Context: an optimization exercise on an open-source flow, tuned for small area, a short achievable clock period and few clock cycles per item. The choices shown serve that exercise and are no tape-out recipe.
In this exercise RTL edits were held to simulation tests only and were not proved equivalent to the original.

Setup of yarrow:
==> flow/design.v (excerpt) <==
module fpu_pipe_unit #(
    parameter int EXP_W = 8,
    parameter int MAN_W = 23,
    parameter int TAG_W = 4
) (
    input  logic                 clk,
    input  logic                 rst_n,
    input  logic                 in_valid,
    output logic                 in_ready,
    input  logic [1:0]           in_op,
    input  logic [EXP_W+MAN_W:0] in_a,
    input  logic [EXP_W+MAN_W:0] in_b,
    input  logic [TAG_W-1:0]     in_tag,
    output logic                 out_valid,
    input  logic                 out_ready,
    output logic [EXP_W+MAN_W:0] out_y,
    output logic [TAG_W-1:0]     out_tag,
    output logic [3:0]           out_flags,
    output logic [3:0]           sticky,
    input  logic                 sticky_clr
);
clock: 10.0 ns
lec_check: 0
abc_area: 1
cap_margin: 20
core_margin: 2
core_utilization: 40
gpl_timing_driven: 1
setup_slack_margin: 5
slew_margin: 20
run.sh (not shown) runs the stock make flow with config.mk's settings and CLKGATE_MAP_FILE= SYNTH_SCRIPT=/design/flow/synth_recipe.tcl, a recipe that flattens the netlist after the stock synthesis.
yarrow: PASS, flow complete, no timing, DRC or antenna violations
Testbench counts of yarrow, summed over its fixed seeds: cycles 12,032, items 12,000.
Edits applied to the flow inputs when going from yarrow to xenon:
- changing CORE_UTILIZATION from 40 to 50
- removing GPL_TIMING_DRIVEN (formerly 1)
==> flow/flow/run.sh (new file) <==
#!/bin/bash
# The standard layout (standard.sh), with the port buffers that
# buffer_ports inserts made of sky130_fd_sc_hd__buf_1 cells (every input and
# output port still gets its own buffer). Everything else is the standard flow's.
set -euo pipefail
sed 's|"\${@:-finish}"|BUFFER_PORTS_ARGS="-buffer_cell sky130_fd_sc_hd__buf_1" "${@:-finish}"|' standard.sh > standard_ports.sh
grep -q 'BUFFER_PORTS_ARGS="-buffer_cell sky130_fd_sc_hd__buf_1"' standard_ports.sh
bash standard_ports.sh > standard.log 2>&1
==> flow/standard.sh (new file) <==
#!/bin/bash
# synth_recipe.tcl (not shown) runs the flow's synth.tcl, then flattens the netlist and writes it again
# the make line also repeats each setting of config.mk as NAME=value (left out here)
make -C /OpenROAD-flow-scripts/flow DESIGN_CONFIG=/design/flow/config.mk WORK_HOME=/design/flow/orfs CLKGATE_MAP_FILE= SYNTH_SCRIPT=/design/flow/synth_recipe.tcl "${@:-finish}"
removed: flow/run.sh
==> comparison <==
xenon ended with every stage complete and zero timing, DRC or antenna violations. Summary: routed via count, xenon worse than yarrow. Final max-slew violation count came out exactly the same in yarrow and xenon. Global-route usage for xenon: 11 points up relative to yarrow.
Here is what was changed in the inputs of tundra compared with xenon.
- CORE_UTILIZATION: 50 -> 40
### Flow results
- [compare] base=xenon new=tundra: share of the clock period used by the worst path moved up; fmax lower; placer congestion estimate lost 0.037; die area went up by 25%.
- Of the two values seen for worst-path cell with the longest stage delay, sky130_fd_sc_hd__fa_1 was produced by xenon and sky130_fd_sc_hd__edfxtp_1 by tundra.
- Diff xenon -> tundra: first-pass GRT wire length dropped 17000 µm, global-route usage went down, utilization after layout shrank by 11 points, chip height climbed about 12%.
- Of the two values seen for capturing element of the worst setup path, r0_q[4] was produced by xenon and r0_q[13] by tundra.
[inputs] fjord vs tundra
==> flow/run.sh (new file) <==
#!/bin/bash
# synth_recipe.tcl (not shown) runs the flow's synth.tcl, then flattens the netlist and writes it again
# the make line also repeats each setting of config.mk as NAME=value (left out here)
make -C /OpenROAD-flow-scripts/flow DESIGN_CONFIG=/design/flow/config.mk WORK_HOME=/design/flow/orfs CLKGATE_MAP_FILE= SYNTH_SCRIPT=/design/flow/synth_recipe.tcl finish
removed: flow/flow/run.sh
removed: flow/standard.sh
Findings:
- Clock tree cell share of total cell area delta (fjord -> tundra): insignificant
- Count of clock-buffer cells in the layout came out exactly the same in tundra and fjord.
- Highest clock frequency the design can meet, tundra and fjord: smaller value in fjord
- Compared with tundra, in fjord global-route usage held steady; via count decreased about 1.3%.

## separate check: timing with driven ports
The flow's constraints put no driver on any port. The routed layouts listed below were extracted and timed again, unchanged, in two steps.
Step 1, drivers: a clkbuf_16 drives clk and a buf_2 each remaining input, both assumed.
Step 2 adds t to the input delays and takes it off the output delays; t is the mean of the earliest and latest rising clock arrival at the registers after step 1. Input paths then give back, and output paths get back, about the clock's delay inside the block.
Three values: no drivers, after step 1, after step 2; two values: the first two.
| run | t, ns | setup slack, ns | worst register clock-pin slew, ns |
|---|---|---|---|
| yarrow | 0.625 | 4.972 / 4.972 / 4.972 | 0.07 / 0.07 |
| xenon | 0.625 | 5.077 / 5.077 / 5.077 | 0.07 / 0.07 |
| tundra | 0.629 | 5.004 / 5.004 / 5.004 | 0.06 / 0.06 |
| fjord | 0.625 | 4.972 / 4.972 / 4.972 | 0.07 / 0.07 |
After both steps every run listed still meets setup and hold.
